From an optimization exercise on the open Yosys and OpenROAD flow, aimed at small area and a short achievable clock period; shortcuts taken in it are not production practice.
At most, simulation tests tie the RTL to the original design; equivalence was not proved.

// dma_desc_sched
module dma_desc_sched #(
    parameter int NUM_CH = 4,
    parameter int DESC_DEPTH = 4,
    parameter int ALIGN_CHECK = 1,
    localparam int CW = (NUM_CH > 1) ? $clog2(NUM_CH) : 1,
    localparam int PW = $clog2(DESC_DEPTH),
    localparam int DW = 96,
    localparam int EW = 35,
    localparam int OffsetWidth = 2
) (
    input  logic                 clk,
    input  logic                 rst,
    input  logic [NUM_CH-1:0]    push_valid_i,
    input  logic [NUM_CH*DW-1:0] push_desc_i,
    output logic [NUM_CH-1:0]    push_ready_o,
    output logic                 eng_valid_o,
    input  logic                 eng_ready_i,
    output logic [DW-1:0]        eng_desc_o,
    output logic [CW-1:0]        eng_ch_o,
    input  logic                 eng_done_i,
    input  logic [EW-1:0]        eng_err_i,
    input  logic [NUM_CH-1:0]    clr_i,
    output logic [NUM_CH-1:0]    ch_active_o,
    output logic [NUM_CH-1:0]    ch_done_o,
    output logic [NUM_CH-1:0]    ch_err_o,
    output logic [EW-1:0]        err_info_o,
    output logic                 irq_o
);
Size in the first run: ~5100 cells after synthesis, about 580 I/O pins, ~65000 sq um of cells after synthesis.
==> flow/config.mk <==
export PLATFORM = sky130hd
export DESIGN_NAME = dma_desc_sched
export DESIGN_NICKNAME = dma_desc_sched
export VERILOG_FILES = /design/flow/design.v
export SDC_FILE = /design/flow/constraint.sdc
export NUM_CORES = 4
export LEC_CHECK = 0
export CAP_MARGIN = 20
export CORE_MARGIN = 2
export CORE_UTILIZATION = 40
export SLEW_MARGIN = 20
==> flow/constraint.sdc <==
create_clock -name core_clock -period 6.5 [get_ports {clk}]
set_input_delay 1.3000 -clock core_clock [delete_from_list [all_inputs] [get_ports {clk}]]
set_output_delay 1.3000 -clock core_clock [all_outputs]
set_load 0.01 [all_outputs]
run.sh (not shown) runs the stock make flow with config.mk's settings and CLKGATE_MAP_FILE= SYNTH_SCRIPT=/design/flow/synth_recipe.tcl, a recipe that flattens the netlist after the stock synthesis.
Edit:
--- a/flow/design.v
+++ b/flow/design.v
@@ -23,46 +23,45 @@
     output logic [NUM_CH-1:0]    ch_active_o,
     output logic [NUM_CH-1:0]    ch_done_o,
     output logic [NUM_CH-1:0]    ch_err_o,
     output logic [EW-1:0]        err_info_o,
     output logic                 irq_o
 );
     localparam int SW = 95;    
     localparam int LW = 92;    
     logic [SW-1:0]     r_mem [16];
-    logic [3:0]        r_wen [4];     
-    logic [3:0]        r_wen_n [4];   
+    logic [1:0]        r_wp [4];
     logic [1:0]        r_rp [4];
     logic [2:0]        r_cnt [4];
     logic              r_issue, r_wait;
     logic [1:0]        r_ptr, r_ch;
     logic [LW-1:0]     r_desc;
     logic [3:0]        r_done, r_err;
     logic [31:0]       r_err_addr;
     logic [1:0]        r_err_src;
     logic [3:0]        r_ready, r_active;
     logic              r_errany, r_irq;
     logic [SW-1:0]     w_enc [4];
-    logic [3:0]        w_push;
+    logic [3:0]        w_full, w_push;
     always_comb begin
         for (int c = 0; c < 4; c++) begin
             logic [95:0] d;
             logic sb;
             d = push_desc_i[c*DW +: DW];
             sb = d[65:64] != 2'b00;
             w_enc[c] = {d[95:66], d[63:34], d[31:0], sb ? d[65:64] : d[33:32], sb};
+            w_full[c] = r_cnt[c][2];
             w_push[c] = push_valid_i[c] && r_ready[c];
         end
     end
     always_ff @(posedge clk) begin
         for (int c = 0; c < 4; c++)
-            for (int i = 0; i < 4; i++)
-                r_mem[c*4 + i] <= (w_enc[c] & {SW{r_wen[c][i]}}) | (r_mem[c*4 + i] & {SW{r_wen_n[c][i]}});
+            if (!w_full[c]) r_mem[c*4 + r_wp[c]] <= w_enc[c];
     end
     logic [SW-1:0]     w_head [4];
     logic [3:0]        w_hzero, w_hbad, w_elig;
     always_comb begin
         for (int c = 0; c < 4; c++) begin
             w_head[c] = r_mem[c*4 + r_rp[c]];
             w_hzero[c] = w_head[c][34:3] == 32'd0;
             w_hbad[c] = w_head[c][2:1] != 2'b00;
             w_elig[c] = r_cnt[c] != 3'd0;
@@ -103,53 +102,44 @@
         w_pop = w_idle ? w_gsel : 4'b0;
         w_set_done = (w_pick && w_zero ? w_gsel : 4'b0) | (w_edone ? w_chsel : 4'b0);
         w_set_err = (w_pick && !w_zero && w_bad ? w_gsel : 4'b0) | (w_eerr ? w_chsel : 4'b0);
         w_flush = w_set_err;
     end
     logic       w_issue_nx, w_wait_nx;
     logic [1:0] w_ch_nx;
     logic [3:0] w_done_nx, w_err_nx;
     logic [2:0] w_cnt_nx [4];
-    logic [1:0] w_rp_nx [4];
-    logic [3:0] w_wen_nx [4];
     always_comb begin
         w_issue_nx = w_ld || (r_issue && !eng_ready_i);
         w_wait_nx = (r_issue && eng_ready_i) || (r_wait && !eng_err_i[34] && !eng_done_i);
         w_ch_nx = w_ld ? w_g : r_ch;
         w_done_nx = w_set_done | (r_done & ~clr_i);
         w_err_nx = w_set_err | (r_err & ~clr_i);
-        for (int c = 0; c < 4; c++) begin
-            logic [1:0] wp, wp_nx;
-            wp = r_cnt[c][2] ? r_rp[c] : {r_wen[c][3] | r_wen[c][2], r_wen[c][3] | r_wen[c][1]};
+        for (int c = 0; c < 4; c++)
             w_cnt_nx[c] = w_flush[c] ? 3'd0 : r_cnt[c] + {2'b0, w_push[c]} - {2'b0, w_pop[c]};
-            w_rp_nx[c] = w_flush[c] ? wp : r_rp[c] + {1'b0, w_pop[c]};
-            wp_nx = wp + {1'b0, w_push[c] && !w_flush[c]};
-            w_wen_nx[c] = w_cnt_nx[c][2] ? 4'b0000 : 4'b0001 << wp_nx;
-        end
     end
     always_ff @(posedge clk) begin
         if (rst) begin
             r_issue <= 1'b0;
             r_wait <= 1'b0;
             r_ptr <= '0;
             r_ch <= '0;
             r_desc <= '0;
             r_done <= '0;
             r_err <= '0;
             r_err_addr <= '0;
             r_err_src <= '0;
             r_ready <= 4'hf;
             r_active <= '0;
             r_errany <= 1'b0;
             r_irq <= 1'b0;
             for (int c = 0; c < 4; c++) begin
-                r_wen[c] <= 4'b0001;
-                r_wen_n[c] <= 4'b1110;
+                r_wp[c] <= '0;
                 r_rp[c] <= '0;
                 r_cnt[c] <= '0;
             end
         end else begin
             r_issue <= w_issue_nx;
             r_wait <= w_wait_nx;
             if (w_pick) r_ptr <= w_g + 2'd1;
             r_ch <= w_ch_nx;
             if (w_ld) r_desc <= {w_sel[94:35], w_sel[34:3]};
@@ -163,21 +153,24 @@
                 r_err_src <= 2'd3;
             end
             r_errany <= |w_err_nx;
             r_irq <= |(w_done_nx | w_err_nx);
             for (int c = 0; c < 4; c++) begin
                 r_cnt[c] <= w_cnt_nx[c];
                 r_ready[c] <= !w_cnt_nx[c][2] && !w_err_nx[c];
                 r_active[c] <= (w_cnt_nx[c] != 3'd0) ||
                                ((w_issue_nx || w_wait_nx) && w_ch_nx == 2'(c));
-                r_rp[c] <= w_rp_nx[c];
-                r_wen[c] <= w_wen_nx[c];
-                r_wen_n[c] <= ~w_wen_nx[c];
+                if (w_flush[c]) begin
+                    r_rp[c] <= r_wp[c];
+                end else begin
+                    if (w_push[c]) r_wp[c] <= r_wp[c] + 2'd1;
+                    if (w_pop[c]) r_rp[c] <= r_rp[c] + 2'd1;
+                end
             end
         end
     end
     assign push_ready_o = r_ready;
     assign eng_valid_o = r_issue;
     assign eng_desc_o = {r_desc[91:62], 2'b00, r_desc[61:32], 2'b00, r_desc[31:0]};
     assign eng_ch_o = r_ch;
     assign ch_active_o = r_active;
     assign ch_done_o = r_done;
Effect:
- The changed run produced a clean layout
- non-clock buffer count goes up by 1
- final cell count goes down by 19%
- wire length goes down by 18%
- global-route usage goes down by 4.4 points
- via count goes down by 29%
- utilization goes up by 0.60 points
The RTL of the first run of this note was laid out without a check of its function.

---

garnet:
The RTL this note starts from:
==> flow/design.v <==
module dma_desc_sched #(
    parameter int NUM_CH = 4,
    parameter int DESC_DEPTH = 4,
    parameter int ALIGN_CHECK = 1,
    localparam int CW = (NUM_CH > 1) ? $clog2(NUM_CH) : 1,
    localparam int PW = $clog2(DESC_DEPTH),
    localparam int DW = 96,
    localparam int EW = 35,
    localparam int OffsetWidth = 2
) (
    input  logic                 clk,
    input  logic                 rst,
    input  logic [NUM_CH-1:0]    push_valid_i,
    input  logic [NUM_CH*DW-1:0] push_desc_i,
    output logic [NUM_CH-1:0]    push_ready_o,
    output logic                 eng_valid_o,
    input  logic                 eng_ready_i,
    output logic [DW-1:0]        eng_desc_o,
    output logic [CW-1:0]        eng_ch_o,
    input  logic                 eng_done_i,
    input  logic [EW-1:0]        eng_err_i,
    input  logic [NUM_CH-1:0]    clr_i,
    output logic [NUM_CH-1:0]    ch_active_o,
    output logic [NUM_CH-1:0]    ch_done_o,
    output logic [NUM_CH-1:0]    ch_err_o,
    output logic [EW-1:0]        err_info_o,
    output logic                 irq_o
);
    localparam int SW = 95;    
    localparam int LW = 92;    
    logic [SW-1:0]     r_mem [16];
    logic [3:0]        r_wen [4];     
    logic [3:0]        r_wen_n [4];   
    logic [3:0]        r_rp [4];      
    logic [3:0]        r_cnt [4];     
    logic              r_idle, r_issue, r_wait;
    logic [3:0]        r_ptr;         
    logic [1:0]        r_ch;
    logic [3:0]        r_ch1h;        
    logic [LW-1:0]     r_desc;
    logic [3:0]        r_done, r_err;
    logic [31:0]       r_err_addr;
    logic [1:0]        r_err_src;
    logic [3:0]        r_ready, r_active;
    logic              r_errany, r_irq;
    logic [SW-1:0]     w_enc [4];
    logic [3:0]        w_push;
    always_comb begin
        for (int c = 0; c < 4; c++) begin
            logic [95:0] d;
            logic sb;
            logic [1:0] lo;
            d = push_desc_i[c*DW +: DW];
            sb = d[65:64] != 2'b00;
            lo = sb ? d[65:64] : d[33:32];
            w_enc[c] = {d[95:66], d[63:34], d[31:1], (lo != 2'b00) ? sb : d[0], lo, d[31:0] == 32'd0};
            w_push[c] = push_valid_i[c] && r_ready[c];
        end
    end
    always_ff @(posedge clk) begin
        for (int c = 0; c < 4; c++)
            for (int i = 0; i < 4; i++)
                r_mem[c*4 + i] <= (w_enc[c] & {SW{r_wen[c][i]}}) | (r_mem[c*4 + i] & {SW{r_wen_n[c][i]}});
    end
    logic [SW-1:0]     w_head [4];
    logic [3:0]        w_hzero, w_hbad;
    always_comb begin
        for (int c = 0; c < 4; c++) begin
            w_head[c] = '0;
            for (int i = 0; i < 4; i++)
                w_head[c] = w_head[c] | (r_mem[c*4 + i] & {SW{r_rp[c][i]}});
            w_hzero[c] = w_head[c][0];
            w_hbad[c] = w_head[c][2:1] != 2'b00;
        end
    end
    logic [3:0] w_gsel, w_ne;
    always_comb begin
        for (int c = 0; c < 4; c++) w_ne[c] = r_cnt[c][0];
        for (int c = 0; c < 4; c++)
            w_gsel[c] = w_ne[c] && (r_ptr[c] ||
                        (r_ptr[(c+3)%4] && !w_ne[(c+3)%4]) ||
                        (r_ptr[(c+2)%4] && !w_ne[(c+2)%4] && !w_ne[(c+3)%4]) ||
                        (r_ptr[(c+1)%4] && !w_ne[(c+1)%4] && !w_ne[(c+2)%4] && !w_ne[(c+3)%4]));
    end
    logic [3:0] w_ldc, w_errc, w_errc_s, w_errc_d, w_zc, w_pop;
    logic       w_ld, w_perr, w_pick;
    always_comb begin
        for (int c = 0; c < 4; c++) begin
            w_pop[c] = r_idle && w_gsel[c];
            w_ldc[c] = w_pop[c] && !w_hzero[c] && !w_hbad[c];
            w_errc[c] = w_pop[c] && !w_hzero[c] && w_hbad[c];
            w_errc_s[c] = w_errc[c] && w_head[c][3];
            w_errc_d[c] = w_errc[c] && !w_head[c][3];
            w_zc[c] = w_pop[c] && w_hzero[c];
        end
        w_ld = |w_ldc;
        w_perr = |w_errc;
        w_pick = r_idle && (|w_ne);
    end
    logic [LW-1:0] w_desc_nx;
    logic [31:0]   w_paddr;
    always_comb begin
        w_desc_nx = r_desc & {LW{!w_ld}};
        w_paddr = '0;
        for (int c = 0; c < 4; c++) begin
            w_desc_nx = w_desc_nx | (w_head[c][94:3] & {LW{w_ldc[c]}});
            w_paddr = w_paddr | ({w_head[c][94:65], w_head[c][2:1]} & {32{w_errc_s[c]}})
                              | ({w_head[c][64:35], w_head[c][2:1]} & {32{w_errc_d[c]}});
        end
    end
    logic w_eerr, w_edone;
    assign w_eerr  = r_wait && eng_err_i[34];
    assign w_edone = r_wait && !eng_err_i[34] && eng_done_i;
    logic [3:0] w_flush, w_set_done, w_set_err;
    always_comb begin
        w_set_done = w_zc | (w_edone ? r_ch1h : 4'b0);
        w_set_err = w_errc | (w_eerr ? r_ch1h : 4'b0);
        w_flush = w_set_err;
    end
    logic       w_idle_nx, w_issue_nx, w_wait_nx;
    logic [3:0] w_ch1h_nx, w_done_nx, w_err_nx;
    logic [3:0] w_cnt_nx [4];
    logic [3:0] w_rp_nx [4];
    logic [3:0] w_wen_nx [4];
    always_comb begin
        w_issue_nx = w_ld || (r_issue && !eng_ready_i);
        w_wait_nx = (r_issue && eng_ready_i) || (r_wait && !eng_err_i[34] && !eng_done_i);
        w_idle_nx = (r_idle && !w_ld) || (r_wait && (eng_err_i[34] || eng_done_i));
        w_ch1h_nx = w_ld ? w_ldc : r_ch1h;
        w_done_nx = w_set_done | (r_done & ~clr_i);
        w_err_nx = w_set_err | (r_err & ~clr_i);
        for (int c = 0; c < 4; c++) begin
            logic [3:0] wp, wp_nx;
            wp = r_cnt[c][3] ? r_rp[c] : r_wen[c];
            if (w_flush[c]) w_cnt_nx[c] = 4'b0000;
            else if (w_push[c] && !w_pop[c]) w_cnt_nx[c] = {r_cnt[c][2:0], 1'b1};
            else if (!w_push[c] && w_pop[c]) w_cnt_nx[c] = {1'b0, r_cnt[c][3:1]};
            else w_cnt_nx[c] = r_cnt[c];
            w_rp_nx[c] = w_flush[c] ? wp : w_pop[c] ? {r_rp[c][2:0], r_rp[c][3]} : r_rp[c];
            wp_nx = (w_push[c] && !w_flush[c]) ? {wp[2:0], wp[3]} : wp;
            w_wen_nx[c] = w_cnt_nx[c][3] ? 4'b0000 : wp_nx;
        end
    end
    always_ff @(posedge clk) begin
        if (rst) begin
            r_idle <= 1'b1;
            r_issue <= 1'b0;
            r_wait <= 1'b0;
            r_ptr <= 4'b0001;
            r_ch <= '0;
            r_ch1h <= 4'b0001;
            r_desc <= '0;
            r_done <= '0;
            r_err <= '0;
            r_err_addr <= '0;
            r_err_src <= '0;
            r_ready <= 4'hf;
            r_active <= '0;
            r_errany <= 1'b0;
            r_irq <= 1'b0;
            for (int c = 0; c < 4; c++) begin
                r_wen[c] <= 4'b0001;
                r_wen_n[c] <= 4'b1110;
                r_rp[c] <= 4'b0001;
                r_cnt[c] <= '0;
            end
        end else begin
            r_idle <= w_idle_nx;
            r_issue <= w_issue_nx;
            r_wait <= w_wait_nx;
            if (w_pick) r_ptr <= {w_gsel[2:0], w_gsel[3]};
            r_ch1h <= w_ch1h_nx;
            r_ch <= {w_ch1h_nx[3] | w_ch1h_nx[2], w_ch1h_nx[3] | w_ch1h_nx[1]};
            r_desc <= w_desc_nx;
            r_done <= w_done_nx;
            r_err <= w_err_nx;
            if (w_eerr) begin
                r_err_addr <= eng_err_i[31:0];
                r_err_src <= eng_err_i[33:32];
            end else if (w_perr) begin
                r_err_addr <= w_paddr;
                r_err_src <= 2'd3;
            end
            r_errany <= |w_err_nx;
            r_irq <= |(w_done_nx | w_err_nx);
            for (int c = 0; c < 4; c++) begin
                r_cnt[c] <= w_cnt_nx[c];
                r_ready[c] <= !w_cnt_nx[c][3] && !w_err_nx[c];
                r_active[c] <= w_cnt_nx[c][0] || (!w_idle_nx && w_ch1h_nx[c]);
                r_rp[c] <= w_rp_nx[c];
                r_wen[c] <= w_wen_nx[c];
                r_wen_n[c] <= ~w_wen_nx[c];
            end
        end
    end
    assign push_ready_o = r_ready;
    assign eng_valid_o = r_issue;
    assign eng_desc_o = {r_desc[91:62], 2'b00, r_desc[61:32], 2'b00, r_desc[31:0]};
    assign eng_ch_o = r_ch;
    assign ch_active_o = r_active;
    assign ch_done_o = r_done;
    assign ch_err_o = r_err;
    assign err_info_o = {r_errany, r_err_src, r_err_addr};
    assign irq_o = r_irq;
endmodule
==> flow/config.mk <==
export PLATFORM = sky130hd
export DESIGN_NAME = dma_desc_sched
export DESIGN_NICKNAME = dma_desc_sched
export VERILOG_FILES = /design/flow/design.v
export SDC_FILE = /design/flow/constraint.sdc
export NUM_CORES = 4
export LEC_CHECK = 0
export CAP_MARGIN = 40
export CORE_MARGIN = 2
export CORE_UTILIZATION = 55
export SETUP_SLACK_MARGIN = 4.0
export SLEW_MARGIN = 60
export TNS_END_PERCENT = 10
==> flow/constraint.sdc <==
create_clock -name core_clock -period 6.5 [get_ports {clk}]
set_input_delay 1.3000 -clock core_clock [delete_from_list [all_inputs] [get_ports {clk}]]
set_output_delay 1.3000 -clock core_clock [all_outputs]
set_load 0.01 [all_outputs]
standard.sh (not shown) runs the stock make flow with config.mk's settings and CLKGATE_MAP_FILE= SYNTH_SCRIPT=/design/flow/synth_recipe.tcl, a recipe that flattens the netlist after the stock synthesis.
==> flow/flow/run.sh <==
#!/bin/bash
# Standard ORFS layout with plain buffers on the ports and a CTS with larger sink clusters
# and no dummy loads.
set -euo pipefail
export BUFFER_PORTS_ARGS="-buffer_cell sky130_fd_sc_hd__buf_1"
export CTS_ARGS="-sink_clustering_enable -repair_clock_nets -dont_use_dummy_load -sink_clustering_size 24 -sink_clustering_max_diameter 100"
bash standard.sh > standard.log 2>&1
The inputs of xenon differ from those of garnet as listed below.
diff --git a/flow/design.v b/flow/design.v
--- a/flow/design.v
+++ b/flow/design.v
@@ -24,11 +24,11 @@
     output logic [NUM_CH-1:0]    ch_done_o,
     output logic [NUM_CH-1:0]    ch_err_o,
     output logic [EW-1:0]        err_info_o,
     output logic                 irq_o
 );
-    localparam int SW = 95;    
+    localparam int SW = 96;    
     localparam int LW = 92;    
     logic [SW-1:0]     r_mem [16];
     logic [3:0]        r_wen [4];     
     logic [3:0]        r_wen_n [4];   
     logic [3:0]        r_rp [4];      
@@ -47,15 +47,13 @@
     logic [3:0]        w_push;
     always_comb begin
         for (int c = 0; c < 4; c++) begin
             logic [95:0] d;
             logic sb;
-            logic [1:0] lo;
             d = push_desc_i[c*DW +: DW];
             sb = d[65:64] != 2'b00;
-            lo = sb ? d[65:64] : d[33:32];
-            w_enc[c] = {d[95:66], d[63:34], d[31:1], (lo != 2'b00) ? sb : d[0], lo, d[31:0] == 32'd0};
+            w_enc[c] = {d[95:66], d[63:34], d[31:0], sb ? d[65:64] : d[33:32], sb, d[31:0] == 32'd0};
             w_push[c] = push_valid_i[c] && r_ready[c];
         end
     end
     always_ff @(posedge clk) begin
         for (int c = 0; c < 4; c++)
@@ -68,11 +66,11 @@
         for (int c = 0; c < 4; c++) begin
             w_head[c] = '0;
             for (int i = 0; i < 4; i++)
                 w_head[c] = w_head[c] | (r_mem[c*4 + i] & {SW{r_rp[c][i]}});
             w_hzero[c] = w_head[c][0];
-            w_hbad[c] = w_head[c][2:1] != 2'b00;
+            w_hbad[c] = w_head[c][3:2] != 2'b00;
         end
     end
     logic [3:0] w_gsel, w_ne;
     always_comb begin
         for (int c = 0; c < 4; c++) w_ne[c] = r_cnt[c][0];
@@ -87,12 +85,12 @@
     always_comb begin
         for (int c = 0; c < 4; c++) begin
             w_pop[c] = r_idle && w_gsel[c];
             w_ldc[c] = w_pop[c] && !w_hzero[c] && !w_hbad[c];
             w_errc[c] = w_pop[c] && !w_hzero[c] && w_hbad[c];
-            w_errc_s[c] = w_errc[c] && w_head[c][3];
-            w_errc_d[c] = w_errc[c] && !w_head[c][3];
+            w_errc_s[c] = w_errc[c] && w_head[c][1];
+            w_errc_d[c] = w_errc[c] && !w_head[c][1];
             w_zc[c] = w_pop[c] && w_hzero[c];
         end
         w_ld = |w_ldc;
         w_perr = |w_errc;
         w_pick = r_idle && (|w_ne);
@@ -101,13 +99,13 @@
     logic [31:0]   w_paddr;
     always_comb begin
         w_desc_nx = r_desc & {LW{!w_ld}};
         w_paddr = '0;
         for (int c = 0; c < 4; c++) begin
-            w_desc_nx = w_desc_nx | (w_head[c][94:3] & {LW{w_ldc[c]}});
-            w_paddr = w_paddr | ({w_head[c][94:65], w_head[c][2:1]} & {32{w_errc_s[c]}})
-                              | ({w_head[c][64:35], w_head[c][2:1]} & {32{w_errc_d[c]}});
+            w_desc_nx = w_desc_nx | (w_head[c][95:4] & {LW{w_ldc[c]}});
+            w_paddr = w_paddr | ({w_head[c][95:66], w_head[c][3:2]} & {32{w_errc_s[c]}})
+                              | ({w_head[c][65:36], w_head[c][3:2]} & {32{w_errc_d[c]}});
         end
     end
     logic w_eerr, w_edone;
     assign w_eerr  = r_wait && eng_err_i[34];
     assign w_edone = r_wait && !eng_err_i[34] && eng_done_i;
--- outcome ---
- xenon: all stages complete, timing, DRC and antenna checks passed
- Delta(number of cells after detailed placement, xenon - garnet) > 0
- Going from garnet to xenon, number of iterations in the first detailed-routing pass shows an increase of 1, fmax shows an increase of 0.0019 GHz.
- Post-synthesis compound-gate area fraction in xenon vs garnet: down 0.24 points
- Cmp xenon vs garnet: routed wire length higher in xenon
- Looking at area growth from synthesis to final layout, xenon sits 2.1 points below garnet.
For garnet, only the layout was checked, not whether the RTL still works.

-- afterwards: timing with drivers on the ports --
The flow's constraints put no driver on any port. The routed layouts listed below were extracted and timed again, unchanged, in two steps.
Step 1 sets driving cells, clkbuf_16 on the clock port and buf_2 on the other inputs (assumed; they add their load-dependent delay and slew).
Step 2 times the ports against the registers' clock, not the clock port: input delays grow and output delays shrink by t, the midpoint of the rising clock arrivals with the driver on.
a / b / c = ideal ports / drivers / drivers and shift; a / b = the first two.
| run | shift t [ns] | setup slack, ns | worst setup path after step 2 | clock arrival spread, ns | slew at the worst register clock pin (ns) |
|---|---|---|---|---|---|
| the first run of note 1 | 0.895 | 1.127 / 1.127 / 1.127 | register to register | 0.033 / 0.033 | 0.07 / 0.07 |
| the second run of note 1 | 0.901 | 0.940 / 0.940 / 0.940 | register to register | 0.034 / 0.035 | 0.07 / 0.07 |
| garnet | 0.780 | 3.862 / 3.813 / 3.315 | input to register | 0.049 / 0.049 | 0.10 / 0.10 |
| xenon | 0.780 | 3.875 / 3.786 / 3.398 | input to register | 0.052 / 0.051 | 0.11 / 0.11 |
After both steps setup and hold are still met in every run listed. The setup slack of garnet, which loses most, moves by -0.049 ns with the drivers and by -0.547 ns with both steps.
